This design comes from an exercise in tuning for a short achievable clock period and few clock cycles on the open sky130 flow, not from production work. Function was checked by simulation only, so behaviour that the tests miss may differ from the original. Power is estimated from default activity; no workload was simulated.

===== flow/config.mk =====
export PLATFORM = sky130hd
export DESIGN_NAME = cpu_top
export DESIGN_NICKNAME = cpu_top
export VERILOG_FILES = /design/flow/design.v
export SDC_FILE = /design/flow/constraint.sdc
export NUM_CORES = 4
export LEC_CHECK = 0
export CAP_MARGIN = 20
export CORE_MARGIN = 2
export CORE_UTILIZATION = 40
export PLACE_DENSITY = 0.6
export SLEW_MARGIN = 20

===== flow/constraint.sdc =====
create_clock -name core_clock -period 6.0 [get_ports {clk}]
set_input_delay 1.2000 -clock core_clock [delete_from_list [all_inputs] [get_ports {clk}]]
set_output_delay 1.2000 -clock core_clock [all_outputs]
set_load 0.01 [all_outputs]

===== flow/design.v =====
	localparam logic [3:0] OP_ADD = 4'h0;
	localparam logic [3:0] OP_SUB = 4'h1;
	localparam logic [3:0] OP_XOR = 4'h2;
	localparam logic [3:0] OP_LW  = 4'h8;
	localparam logic [3:0] OP_SW  = 4'h9;
	localparam logic [3:0] OP_LLB = 4'hA;
	localparam logic [3:0] OP_LHB = 4'hB;
	localparam logic [3:0] OP_B   = 4'hC;
	localparam logic [3:0] OP_HLT = 4'hF;
	localparam logic [2:0] COND_NE = 3'b000;
	localparam logic [2:0] COND_EQ = 3'b001;
	localparam logic [2:0] COND_GT = 3'b010;
	localparam logic [2:0] COND_LT = 3'b011;
	localparam logic [2:0] COND_AL = 3'b111;
	localparam int MEM_WORDS = 64;
	localparam int MEM_AW    = 6;
module fetch_stage (
	input  logic      clk,
	input  logic      arst_n,
	input  logic      stall,
	input  logic      branch_taken,
	input  logic [15:0]     branch_target,
	input  logic      imem_we,
	input  logic [7:0] imem_addr,
	input  logic [15:0]     imem_wdata,
	output logic      fd_valid,
	output logic [15:0]     fd_instr,
	output logic [15:0]     fd_pc,
	output logic [15:0]     fd_pc_next
);
	localparam logic [3:0] OP_ADD = 4'h0;
	localparam logic [3:0] OP_SUB = 4'h1;
	localparam logic [3:0] OP_XOR = 4'h2;
	localparam logic [3:0] OP_LW  = 4'h8;
	localparam logic [3:0] OP_SW  = 4'h9;
	localparam logic [3:0] OP_LLB = 4'hA;
	localparam logic [3:0] OP_LHB = 4'hB;
	localparam logic [3:0] OP_B   = 4'hC;
	localparam logic [3:0] OP_HLT = 4'hF;
	localparam logic [2:0] COND_NE = 3'b000;
	localparam logic [2:0] COND_EQ = 3'b001;
	localparam logic [2:0] COND_GT = 3'b010;
	localparam logic [2:0] COND_LT = 3'b011;
	localparam logic [2:0] COND_AL = 3'b111;
	localparam int MEM_WORDS = 64;
	localparam int MEM_AW    = 6;
	logic [15:0]     pc_q;
	logic [15:0]     pc_d;
	logic [15:0]     pc_plus2;
	logic [15:0]     imem_rd;
	logic [MEM_AW-1:0] fetch_idx;
	logic      fetch_hlt;
	logic [15:0] imem [MEM_WORDS];
	always_ff @(posedge clk) begin
		if (imem_we) begin
			imem[imem_addr[MEM_AW-1:0]] <= imem_wdata;
		end
	end
	assign fetch_idx = pc_q[MEM_AW:1];
	assign imem_rd   = imem[fetch_idx];
	assign pc_plus2  = pc_q + 16'd2;
	assign fetch_hlt = (imem_rd[15:12] == OP_HLT);
	always_comb begin
		if (branch_taken) begin
			pc_d = branch_target;
		end else if (stall || fetch_hlt) begin
			pc_d = pc_q;
		end else begin
			pc_d = pc_plus2;
		end
	end
	always_ff @(posedge clk or negedge arst_n) begin
		if (!arst_n) begin
			pc_q <= '0;
		end else begin
			pc_q <= pc_d;
		end
	end
	always_ff @(posedge clk or negedge arst_n) begin
		if (!arst_n) begin
			fd_valid <= 1'b0;
		end else if (branch_taken) begin
			fd_valid <= 1'b0;
		end else if (!stall) begin
			fd_valid <= 1'b1;
		end
	end
	always_ff @(posedge clk) begin
		if (!stall) begin
			fd_instr   <= imem_rd;
			fd_pc      <= pc_q;
			fd_pc_next <= pc_plus2;
		end
	end
endmodule
module decode_stage (
	input  logic     clk,
	input  logic     arst_n,
	input  logic     fd_valid,
	input  logic [15:0]    fd_instr,
	input  logic [15:0]    fd_pc,
	input  logic [15:0]    fd_pc_next,
	input  logic     stall,
	input  logic     branch_taken,
	input  logic     wb_en,
	input  logic [3:0] wb_dest,
	input  logic [15:0]    wb_data,
	input  logic [3:0] dbg_sel,
	output logic [15:0]    dbg_data,
	output logic [3:0] src1,
	output logic [3:0] src2,
	output logic     dx_valid,
	output logic     dx_reg_we,
	output logic     dx_mem_rd,
	output logic     dx_mem_wr,
	output logic     dx_branch,
	output logic     dx_load_byte,
	output logic     dx_halt,
	output logic [3:0] dx_src1,
	output logic [3:0] dx_src2,
	output logic [3:0] dx_dest,
	output logic [15:0]    dx_a,
	output logic [15:0]    dx_b,
	output logic [15:0]    dx_imm,
	output logic [15:0]    dx_instr,
	output logic [15:0]    dx_pc,
	output logic [15:0]    dx_pc_next
);
	localparam logic [3:0] OP_ADD = 4'h0;
	localparam logic [3:0] OP_SUB = 4'h1;
	localparam logic [3:0] OP_XOR = 4'h2;
	localparam logic [3:0] OP_LW  = 4'h8;
	localparam logic [3:0] OP_SW  = 4'h9;
	localparam logic [3:0] OP_LLB = 4'hA;
	localparam logic [3:0] OP_LHB = 4'hB;
	localparam logic [3:0] OP_B   = 4'hC;
	localparam logic [3:0] OP_HLT = 4'hF;
	localparam logic [2:0] COND_NE = 3'b000;
	localparam logic [2:0] COND_EQ = 3'b001;
	localparam logic [2:0] COND_GT = 3'b010;
	localparam logic [2:0] COND_LT = 3'b011;
	localparam logic [2:0] COND_AL = 3'b111;
	localparam int MEM_WORDS = 64;
	localparam int MEM_AW    = 6;
	logic [3:0]      op;
	logic [3:0] rs_idx;
	logic [3:0] rt_idx;
	logic [3:0] rd_idx;
	logic     reg_we;
	logic     mem_rd;
	logic     mem_wr;
	logic     is_branch;
	logic     load_byte;
	logic     is_hlt;
	logic     issue;
	logic [15:0]    imm;
	logic [15:0]    rd1;
	logic [15:0]    rd2;
	logic [15:0] rf [16];
	assign op     = fd_instr[15:12];
	assign rd_idx = fd_instr[11:8];
	always_comb begin
		reg_we    = 1'b0;
		mem_rd    = 1'b0;
		mem_wr    = 1'b0;
		is_branch = 1'b0;
		load_byte = 1'b0;
		is_hlt    = 1'b0;
		case (op)
			OP_ADD, OP_SUB, OP_XOR: reg_we = 1'b1;
			OP_LW: begin
				reg_we = 1'b1;
				mem_rd = 1'b1;
			end
			OP_SW: mem_wr = 1'b1;
			OP_LLB, OP_LHB: begin
				reg_we    = 1'b1;
				load_byte = 1'b1;
			end
			OP_B:   is_branch = 1'b1;
			OP_HLT: is_hlt = 1'b1;
			default: reg_we = 1'b0;
		endcase
	end
	assign rs_idx = load_byte ? fd_instr[11:8] : fd_instr[7:4];
	assign rt_idx = (mem_rd || mem_wr) ? fd_instr[11:8] : fd_instr[3:0];
	assign src1 = rs_idx;
	assign src2 = (mem_rd || mem_wr || load_byte) ? rs_idx : rt_idx;
	always_comb begin
		if (mem_rd || mem_wr) begin
			imm = {{11{fd_instr[3]}}, fd_instr[3:0], 1'b0};
		end else if (load_byte) begin
			imm = (op == OP_LHB) ? {fd_instr[7:0], 8'h00} : {8'h00, fd_instr[7:0]};
		end else if (is_branch) begin
			imm = {{6{fd_instr[8]}}, fd_instr[8:0], 1'b0};
		end else begin
			imm = '0;
		end
	end
	always_ff @(posedge clk or negedge arst_n) begin
		if (!arst_n) begin
			for (int i = 0; i < 16; i++) begin
				rf[i] <= '0;
			end
		end else if (wb_en) begin
			rf[wb_dest] <= wb_data;
		end
	end
	assign rd1 = (wb_en && wb_dest == rs_idx) ? wb_data : rf[rs_idx];
	assign rd2 = (wb_en && wb_dest == rt_idx) ? wb_data : rf[rt_idx];
	assign dbg_data = rf[dbg_sel];
	assign issue = fd_valid && !stall && !branch_taken;
	always_ff @(posedge clk or negedge arst_n) begin
		if (!arst_n) begin
			dx_valid     <= 1'b0;
			dx_reg_we    <= 1'b0;
			dx_mem_rd    <= 1'b0;
			dx_mem_wr    <= 1'b0;
			dx_branch    <= 1'b0;
			dx_load_byte <= 1'b0;
			dx_halt      <= 1'b0;
		end else begin
			dx_valid     <= issue;
			dx_reg_we    <= issue && reg_we;
			dx_mem_rd    <= issue && mem_rd;
			dx_mem_wr    <= issue && mem_wr;
			dx_branch    <= issue && is_branch;
			dx_load_byte <= issue && load_byte;
			dx_halt      <= issue && is_hlt;
		end
	end
	always_ff @(posedge clk) begin
		dx_src1    <= rs_idx;
		dx_src2    <= rt_idx;
		dx_dest    <= rd_idx;
		dx_a       <= rd1;
		dx_b       <= rd2;
		dx_imm     <= imm;
		dx_instr   <= fd_instr;
		dx_pc      <= fd_pc;
		dx_pc_next <= fd_pc_next;
	end
endmodule
module hazard_unit (
	input  logic [3:0]         src1,
	input  logic [3:0]         src2,
	input  logic             dx_valid,
	input  logic             dx_mem_rd,
	input  logic [3:0]         dx_dest,
	input  logic [3:0]         dx_src1,
	input  logic [3:0]         dx_src2,
	input  logic             xm_valid,
	input  logic             xm_reg_we,
	input  logic             xm_mem_rd,
	input  logic [3:0]         xm_dest,
	input  logic [3:0]         xm_src2,
	input  logic             wb_en,
	input  logic [3:0]         wb_dest,
	output logic             stall,
	output logic       [1:0] fwd_a_sel,
	output logic       [1:0] fwd_b_sel,
	output logic             fwd_st
);
	localparam logic [3:0] OP_ADD = 4'h0;
	localparam logic [3:0] OP_SUB = 4'h1;
	localparam logic [3:0] OP_XOR = 4'h2;
	localparam logic [3:0] OP_LW  = 4'h8;
	localparam logic [3:0] OP_SW  = 4'h9;
	localparam logic [3:0] OP_LLB = 4'hA;
	localparam logic [3:0] OP_LHB = 4'hB;
	localparam logic [3:0] OP_B   = 4'hC;
	localparam logic [3:0] OP_HLT = 4'hF;
	localparam logic [2:0] COND_NE = 3'b000;
	localparam logic [2:0] COND_EQ = 3'b001;
	localparam logic [2:0] COND_GT = 3'b010;
	localparam logic [2:0] COND_LT = 3'b011;
	localparam logic [2:0] COND_AL = 3'b111;
	localparam int MEM_WORDS = 64;
	localparam int MEM_AW    = 6;
	logic load_in_ex;
	logic xm_fwd_ok;
	assign load_in_ex = dx_valid && dx_mem_rd;
	assign stall      = load_in_ex && (dx_dest == src1 || dx_dest == src2);
	assign xm_fwd_ok = xm_valid && xm_reg_we && !xm_mem_rd;
	always_comb begin
		fwd_a_sel = 2'b00;
		if (xm_fwd_ok && xm_dest == dx_src1) begin
			fwd_a_sel = 2'b01;
		end else if (wb_en && wb_dest == dx_src1) begin
			fwd_a_sel = 2'b10;
		end
	end
	always_comb begin
		fwd_b_sel = 2'b00;
		if (xm_fwd_ok && xm_dest == dx_src2) begin
			fwd_b_sel = 2'b01;
		end else if (wb_en && wb_dest == dx_src2) begin
			fwd_b_sel = 2'b10;
		end
	end
	assign fwd_st = xm_valid && wb_en && (wb_dest == xm_src2);
endmodule
module execute_stage (
	input  logic       clk,
	input  logic       arst_n,
	input  logic       dx_valid,
	input  logic       dx_reg_we,
	input  logic       dx_mem_rd,
	input  logic       dx_mem_wr,
	input  logic       dx_branch,
	input  logic       dx_load_byte,
	input  logic       dx_halt,
	input  logic [3:0]   dx_src2,
	input  logic [3:0]   dx_dest,
	input  logic [15:0]      dx_a,
	input  logic [15:0]      dx_b,
	input  logic [15:0]      dx_imm,
	input  logic [15:0]      dx_instr,
	input  logic [15:0]      dx_pc,
	input  logic [15:0]      dx_pc_next,
	input  logic [1:0] fwd_a_sel,
	input  logic [1:0] fwd_b_sel,
	input  logic [15:0]      wb_data,
	output logic       branch_taken,
	output logic [15:0]      branch_target,
	output logic       xm_valid,
	output logic       xm_reg_we,
	output logic       xm_mem_rd,
	output logic       xm_mem_wr,
	output logic       xm_halt,
	output logic [3:0]   xm_dest,
	output logic [3:0]   xm_src2,
	output logic [15:0]      xm_result,
	output logic [15:0]      xm_store,
	output logic [15:0]      xm_pc
);
	localparam logic [3:0] OP_ADD = 4'h0;
	localparam logic [3:0] OP_SUB = 4'h1;
	localparam logic [3:0] OP_XOR = 4'h2;
	localparam logic [3:0] OP_LW  = 4'h8;
	localparam logic [3:0] OP_SW  = 4'h9;
	localparam logic [3:0] OP_LLB = 4'hA;
	localparam logic [3:0] OP_LHB = 4'hB;
	localparam logic [3:0] OP_B   = 4'hC;
	localparam logic [3:0] OP_HLT = 4'hF;
	localparam logic [2:0] COND_NE = 3'b000;
	localparam logic [2:0] COND_EQ = 3'b001;
	localparam logic [2:0] COND_GT = 3'b010;
	localparam logic [2:0] COND_LT = 3'b011;
	localparam logic [2:0] COND_AL = 3'b111;
	localparam int MEM_WORDS = 64;
	localparam int MEM_AW    = 6;
	logic [15:0] a_fwd;
	logic [15:0] b_fwd;
	logic [15:0] op_a;
	logic [15:0] op_b;
	logic [15:0] alu_res;
	logic [3:0]   ex_op;
	logic [3:0]   alu_op;
	logic  use_imm;
	logic  add_ovf;
	logic  sub_ovf;
	logic  res_zero;
	logic [2:0]  flags;
	logic [2:0] cond;
	logic  cond_met;
	always_comb begin
		case (fwd_a_sel)
			2'b01:   a_fwd = xm_result;
			2'b10:   a_fwd = wb_data;
			default: a_fwd = dx_a;
		endcase
	end
	always_comb begin
		case (fwd_b_sel)
			2'b01:   b_fwd = xm_result;
			2'b10:   b_fwd = wb_data;
			default: b_fwd = dx_b;
		endcase
	end
	assign ex_op   = dx_instr[15:12];
	assign use_imm = dx_mem_rd || dx_mem_wr || dx_load_byte;
	always_comb begin
		if (dx_mem_rd || dx_mem_wr) begin
			op_a = a_fwd & 16'hFFFE;
		end else if (dx_load_byte) begin
			op_a = (ex_op == OP_LHB) ? (a_fwd & 16'h00FF) : (a_fwd & 16'hFF00);
		end else begin
			op_a = a_fwd;
		end
	end
	assign op_b   = use_imm ? dx_imm : b_fwd;
	assign alu_op = use_imm ? OP_ADD : ex_op;
	always_comb begin
		case (alu_op)
			OP_SUB:  alu_res = op_a - op_b;
			OP_XOR:  alu_res = op_a ^ op_b;
			default: alu_res = op_a + op_b;
		endcase
	end
	assign add_ovf  = (op_a[15] == op_b[15]) && (alu_res[15] != op_a[15]);
	assign sub_ovf  = (op_a[15] != op_b[15]) && (alu_res[15] != op_a[15]);
	assign res_zero = (alu_res == 16'h0000);
	always_ff @(posedge clk or negedge arst_n) begin
		if (!arst_n) begin
			flags <= '0;
		end else if (dx_valid) begin
			case (ex_op)
				OP_ADD:  flags <= {alu_res[15], add_ovf, res_zero};
				OP_SUB:  flags <= {alu_res[15], sub_ovf, res_zero};
				OP_XOR:  flags[0] <= res_zero;
				default: flags <= flags;
			endcase
		end
	end
	assign cond = dx_instr[11:9];
	always_comb begin
		case (cond)
			COND_NE: cond_met = !flags[0];
			COND_EQ: cond_met = flags[0];
			COND_GT: cond_met = !flags[0] && !flags[2];
			COND_LT: cond_met = flags[2];
			COND_AL: cond_met = 1'b1;
			default: cond_met = 1'b0;
		endcase
	end
	assign branch_taken  = dx_valid && dx_branch && cond_met;
	assign branch_target = dx_pc_next + dx_imm;
	always_ff @(posedge clk or negedge arst_n) begin
		if (!arst_n) begin
			xm_valid  <= 1'b0;
			xm_reg_we <= 1'b0;
			xm_mem_rd <= 1'b0;
			xm_mem_wr <= 1'b0;
			xm_halt   <= 1'b0;
		end else begin
			xm_valid  <= dx_valid;
			xm_reg_we <= dx_valid && dx_reg_we;
			xm_mem_rd <= dx_valid && dx_mem_rd;
			xm_mem_wr <= dx_valid && dx_mem_wr;
			xm_halt   <= dx_valid && dx_halt;
		end
	end
	always_ff @(posedge clk) begin
		xm_dest   <= dx_dest;
		xm_src2   <= dx_src2;
		xm_result <= alu_res;
		xm_store  <= b_fwd;
		xm_pc     <= dx_pc;
	end
endmodule
module memory_stage (
	input  logic     clk,
	input  logic     arst_n,
	input  logic     xm_valid,
	input  logic     xm_reg_we,
	input  logic     xm_mem_rd,
	input  logic     xm_mem_wr,
	input  logic     xm_halt,
	input  logic [3:0] xm_dest,
	input  logic [15:0]    xm_result,
	input  logic [15:0]    xm_store,
	input  logic [15:0]    xm_pc,
	input  logic     fwd_st,
	output logic     mw_valid,
	output logic     wb_en,
	output logic [3:0] wb_dest,
	output logic [15:0]    wb_data,
	output logic [15:0]    mw_pc,
	output logic     mw_halt
);
	localparam logic [3:0] OP_ADD = 4'h0;
	localparam logic [3:0] OP_SUB = 4'h1;
	localparam logic [3:0] OP_XOR = 4'h2;
	localparam logic [3:0] OP_LW  = 4'h8;
	localparam logic [3:0] OP_SW  = 4'h9;
	localparam logic [3:0] OP_LLB = 4'hA;
	localparam logic [3:0] OP_LHB = 4'hB;
	localparam logic [3:0] OP_B   = 4'hC;
	localparam logic [3:0] OP_HLT = 4'hF;
	localparam logic [2:0] COND_NE = 3'b000;
	localparam logic [2:0] COND_EQ = 3'b001;
	localparam logic [2:0] COND_GT = 3'b010;
	localparam logic [2:0] COND_LT = 3'b011;
	localparam logic [2:0] COND_AL = 3'b111;
	localparam int MEM_WORDS = 64;
	localparam int MEM_AW    = 6;
	logic [MEM_AW-1:0] dmem_idx;
	logic [15:0]     st_data;
	logic [15:0]     dmem_rd;
	logic [15:0] dmem [MEM_WORDS];
	assign dmem_idx = xm_result[MEM_AW:1];
	assign dmem_rd  = dmem[dmem_idx];
	assign st_data = fwd_st ? wb_data : xm_store;
	always_ff @(posedge clk) begin
		if (xm_valid && xm_mem_wr) begin
			dmem[dmem_idx] <= st_data;
		end
	end
	always_ff @(posedge clk or negedge arst_n) begin
		if (!arst_n) begin
			mw_valid <= 1'b0;
			wb_en    <= 1'b0;
			mw_halt  <= 1'b0;
			mw_pc    <= '0;
		end else begin
			mw_valid <= xm_valid;
			wb_en    <= xm_valid && xm_reg_we;
			mw_halt  <= mw_halt || (xm_valid && xm_halt);
			if (xm_valid && !mw_halt) begin
				mw_pc <= xm_pc;
			end
		end
	end
	always_ff @(posedge clk) begin
		wb_dest <= xm_dest;
		wb_data <= xm_mem_rd ? dmem_rd : xm_result;
	end
endmodule
module cpu_top (
	input  logic      clk,
	input  logic      arst_n,
	input  logic      imem_we,
	input  logic [7:0] imem_addr,
	input  logic [15:0]     imem_wdata,
	input  logic [3:0]  dbg_sel,
	output logic [15:0]     dbg_data,
	output logic      hlt,
	output logic [15:0]     pc
);
	localparam logic [3:0] OP_ADD = 4'h0;
	localparam logic [3:0] OP_SUB = 4'h1;
	localparam logic [3:0] OP_XOR = 4'h2;
	localparam logic [3:0] OP_LW  = 4'h8;
	localparam logic [3:0] OP_SW  = 4'h9;
	localparam logic [3:0] OP_LLB = 4'hA;
	localparam logic [3:0] OP_LHB = 4'hB;
	localparam logic [3:0] OP_B   = 4'hC;
	localparam logic [3:0] OP_HLT = 4'hF;
	localparam logic [2:0] COND_NE = 3'b000;
	localparam logic [2:0] COND_EQ = 3'b001;
	localparam logic [2:0] COND_GT = 3'b010;
	localparam logic [2:0] COND_LT = 3'b011;
	localparam logic [2:0] COND_AL = 3'b111;
	localparam int MEM_WORDS = 64;
	localparam int MEM_AW    = 6;
	logic     fd_valid;
	logic [15:0]    fd_instr;
	logic [15:0]    fd_pc;
	logic [15:0]    fd_pc_next;
	logic [3:0] src1;
	logic [3:0] src2;
	logic     dx_valid;
	logic     dx_reg_we;
	logic     dx_mem_rd;
	logic     dx_mem_wr;
	logic     dx_branch;
	logic     dx_load_byte;
	logic     dx_halt;
	logic [3:0] dx_src1;
	logic [3:0] dx_src2;
	logic [3:0] dx_dest;
	logic [15:0]    dx_a;
	logic [15:0]    dx_b;
	logic [15:0]    dx_imm;
	logic [15:0]    dx_instr;
	logic [15:0]    dx_pc;
	logic [15:0]    dx_pc_next;
	logic       stall;
	logic [1:0] fwd_a_sel;
	logic [1:0] fwd_b_sel;
	logic       fwd_st;
	logic       branch_taken;
	logic [15:0]      branch_target;
	logic     xm_valid;
	logic     xm_reg_we;
	logic     xm_mem_rd;
	logic     xm_mem_wr;
	logic     xm_halt;
	logic [3:0] xm_dest;
	logic [3:0] xm_src2;
	logic [15:0]    xm_result;
	logic [15:0]    xm_store;
	logic [15:0]    xm_pc;
	logic     wb_en;
	logic [3:0] wb_dest;
	logic [15:0]    wb_data;
	fetch_stage u_fetch (.*);
	decode_stage u_decode (.*);
	hazard_unit u_hazard (.*);
	execute_stage u_execute (.*);
	memory_stage u_memory (
		.mw_valid (),
		.mw_halt  (hlt),
		.mw_pc    (pc),
		.*
	);
endmodule

===== flow/run.sh =====
#!/bin/bash
# synth_recipe.tcl (not shown) runs the flow's synth.tcl, then flattens the netlist and writes it again
# the make line also repeats each setting of config.mk as NAME=value (left out here)
make -C /OpenROAD-flow-scripts/flow DESIGN_CONFIG=/design/flow/config.mk WORK_HOME=/design/flow/orfs CLKGATE_MAP_FILE= SYNTH_SCRIPT=/design/flow/synth_recipe.tcl finish

==> summary.txt <==
-- power groups by stage --
| stage | Combinational [mW] | Clock, mW | Sequential [mW] |
|---|---|---|---|
| final | 20.4 | 16.8 | 24.4 |
| after global routing | 21.6 | 17.7 | 24.5 |
| after CTS | 20.2 | 17.1 | 24.3 |
| after detailed placement | 20.1 | 0 | 24.6 |
| after global placement | 19.8 | 0 | 24.6 |
| after floorplan | 12.9 | 0 | 23.6 |
-- cells by family (layout without fill, tap and decap cells) --
group | count (synthesis) | in the layout | synth area share, %
compound gates | 1434 | 1434 | 10.5
xor+xnor | 109 | 109 | 0.948
fa+ha+maj | 34 | 34 | 0.430
buf+inv | 430 | 910 | 1.79
flops | 2577 | 2577 | 72.4
mux | 679 | 679 | 10.0
other cells | 0 | 1 | 0
simple gates | 827 | 827 | 3.93
-- worst min path at each step --
stage | startpoint | end | depth (start not counted)
floorplan | u_decode.dx_pc[10] | u_execute.xm_pc[10] | 0
global placement | u_decode.dx_pc[3] | u_execute.xm_pc[3] | 0
detailed placement | u_decode.dx_pc[3] | u_execute.xm_pc[3] | 0
CTS | arst_n | u_decode.rf[4][8] | 1
global route | arst_n | u_decode.rf[13][8] | 1
finish | arst_n | u_decode.rf[0][8] | 1
-- registers in the layout, summed over array words and instances (netlist names), 5 cells and up --
name	cells
u_fetch.imem	1024
u_memory.dmem	1024
u_decode.rf	256
u_decode.dx_a	16
u_decode.dx_b	16
u_decode.dx_imm	16
u_decode.dx_pc	16
u_execute.xm_pc	16
u_execute.xm_result	16
u_execute.xm_store	16
u_fetch.fd_instr	16
u_fetch.fd_pc_next	16
u_fetch.pc_q	16
u_memory.mw_pc	16
u_memory.wb_data	16
u_decode.dx_pc_next	15
u_fetch.fd_pc	15
u_decode.dx_instr	5
-- per-stage QoR --
stage / instance area (µm²) / power [mW] / setup slack (ns) / cells
detailed placement: 108000 / 44.7 / 0.565 / 9445
global placement: 108000 / 44.5 / 0.621 / 9444
finish: 117000 / 61.6 / 0.466 / 9937
global route: 117000 / 63.8 / 0.109 / 9936
CTS: 117000 / 61.5 / 0.559 / 9935
floorplan: 102000 / 36.5 / 1.26 / 6090
-- layout make-up --
cell class,instances,area (µm²),area share (%)
antenna,1,2.50,0.00214
clock buffer,358,7710,6.58
clock inverter,132,1200,1.02
inverter,38,143,0.122
multi-input combinational,3083,26700,22.8
sequential,2577,74100,63.2
tap,3366,4210,3.59
timing repair buffer,382,3160,2.70
-- cell usage in the layout (no fill, tap or decap), types with 79 or more instances in the layout --
cell       netlist  routed
edfxtp_1      2095    2095
a22oi_1        515     515
buf_4            8     308
dfrtp_1        305     300
clkbuf_16        0     294
mux2_2         282     282
nor2_1         278     257
mux4_2         242     242
nand2_1        186     185
dfxtp_1        177     177
a22o_1         173     173
a221oi_1       168     168
mux2i_1        146     146
a21oi_1        132     132
a31oi_1        128     128
nand4_1         79      79
-- routing by layer --
metal	vias to the layer above	wire [µm]
met5	-	33
met4	6	11000
met3	783	27500
met2	3370	137000
met1	31300	121000
li1	25400	-
==> summary.txt <==
* Yosys top cell by area: edfxtp_1
* Met3 usage at ~5.2%
* Die Width at between 500 and 600 µm
* Starting DRT DRC Count at 8449
* Post-layout util at between 40 and 50%
* Initial Util at between 40 and 50%
* DR vias at 60.8k
* Clock buffer depth at 4
* Hold WC Path Type: in2async
* Worst Setup EP: u_execute.flags[2]
* Synth unique cells at 91
* Max FO, Critical Path at 15
* Vias in the first global route at 59.6k
* Worst-margin pin slew at about 1.3 ns
* Total die area at approximately 260000 µm²
* Max_cap viols at 0
* Final setup vio count at 0
* Total grt overflow at 0
* Area Overhead vs Synth at 14.5%
* Site row count at between 150 and 200
* Wire per inst at 29.8 µm
* Post-synth top area share at about 61%
* Top delay family on crit path: compound AO/OA/AOI/OAI gates
* VDD IR-drop max at roughly 0.35 mV
* Clk pin slew, worst setup/hold paths at 0.06 ns
* Primary FF master, synth: edfxtp_1
* Power per Cell Area at 525 nW/µm²
* Fin. Hold Viols at 0
* CP required at 6.84 ns
* CP max stage cell: a2111oi_2
* Gate power share at between 30 and 40%
* Register share of total power at 39.6%
* First-pass GRT wire length at ~430 mm
* Met2 global-route usage at around a third
* Gpl congestion at approximately 0.9
* Drt first pass iters at 12
* CTS Buf Count at between 200 and 300
* Largest net degree at the start of global routing at 131
* CP Launch Point: u_decode.dx_src2[2]
* Final wirelength at a little under 300 mm
* Sink Count at approximately 2.6k
* CP endpoint kind: register
* Setup TNS at 0 ns
* CTS Hold Bufs at 0
* F_max at about 180 MHz
* IO Pins at between 60 and 70
* Sw frac at between 30 and 40%
* Leakage at ~39 nW
* Fin crit period at ~5.5 ns
* # H-tree levels at 5
* Most frequent cell after synthesis: edfxtp_1
* DIE HEIGHT at 510 µm
* Final net count at ~6.4k
* Synth Register Bits at 2577
* R2R Setup Slk at 0.47 ns
* Worst-skew pair later-pin latency at 0.95 ns
* ANT nets after route at 0
* Clk network pwr share at 27.3%
* Worst-path cell chain: xnor2_1 -> nand3_2 -> or2_1 -> buf_4 -> a31oi_4 -> mux2i_1 -> ha_1 -> a41oi_1 -> xor2_1 -> ha_1 -> o21a_1 -> o21a_1 -> o21a_1 -> a2111oi_2 -> nor2_1 -> a221o_1 -> and2_1 -> a2111o_1 -> a211oi_2 -> mux2_1
* Setup crit start kind: register
* P_int at between 30 and 40 mW
* Hpwl dp at ~170 mm
* # Post-CTS Setup Buffers at 0
* WP buf/inv at 1
* GRT Overall Usage at between 20% and 30%
* YS warnings at 6
* Normalized max-slew margin at ~16%
* Final worst-path cycle share at between 90% and 100%
* Register area share after synthesis at about 72%
* Met1 usage at a little under a third
* Synth area leaders: edfxtp_1 61%, dfrtp_1 7.5%, mux4_2 5.3%
* Critical path's largest stage delay at 0.46 ns
* CTS root buf: clkbuf_16
* Post-synth EDFFs at between 2k and 2.5k
* Setup CP Type: reg2reg
* Fraction of layout cells with a size suffix above 1 at 20.9%
* Layout fillers at 21.6k
* DR DRC count at 0
* Resized Gates After CTS at 0
* Mapped Cells at just over 6k
* Core area at ~250000 µm²
* Max Slew Vio Count at 0
* Syn avg cell area at approximately 17 µm²
* Most used routing layer: met2
* Via/cell ratio at 6.12
* R2r startpoint: u_decode.dx_src2[2]
* Clk_skew at 0.0924 ns
* Port bufs at between 60 and 70
* Status: no timing/DRC/antenna violations
* Syn Std Cell Area at a little over 100000 µm²
* CTS tree: done
* Antenna violations before repair at 6
* Worst hold slack at between 0.2 and 0.25 ns
* Post-synth ARST share at between 10% and 20%
* Post-synth top cells: 2095 x edfxtp_1, 515 x a22oi_1, 305 x dfrtp_1, 282 x mux2_2, 278 x nor2_1
* Sw Pwr at ~22 mW
* CP arrival at ~6.4 ns
* Mapped Nets at a little over 6k
* Worst R2R Path Depth at 20
* WP depth at 20
* RSZ-0062 raised after global routing: false
* Crit Reg-Reg Endpoint: u_execute.flags[2]
* Crit-path most repeated cell: o21a_1
Testbench counts, summed over its fixed seeds: cycles 26,241.

==> afterwards: timing with drivers on the ports <==
The flow's constraints put no driver on any port. The routed layout listed below was extracted and timed again, unchanged, in two steps. Step 1, drivers: a clkbuf_16 drives clk and a buf_2 each remaining input, both assumed. Step 2 moves the port delays by t, midway between the first and last clock arrival at a register: inputs arrive t later, outputs are due t later. That takes back most of the time a late clock gives input paths. Three values: ideal, step 1, step 2; two values: the first two.
shift t [ns]: 0.992
slack for setup (ns): 0.466 / 0.466 / 0.466
worst setup path at the end: register to register
clock arrival spread, ns: 0.106 / 0.107
worst data-port slew with drivers (ns): 0.05
After both steps setup and hold are still met in this run. The setup slack of this run moves by 0.000 ns with the drivers and by 0.000 ns with both steps.
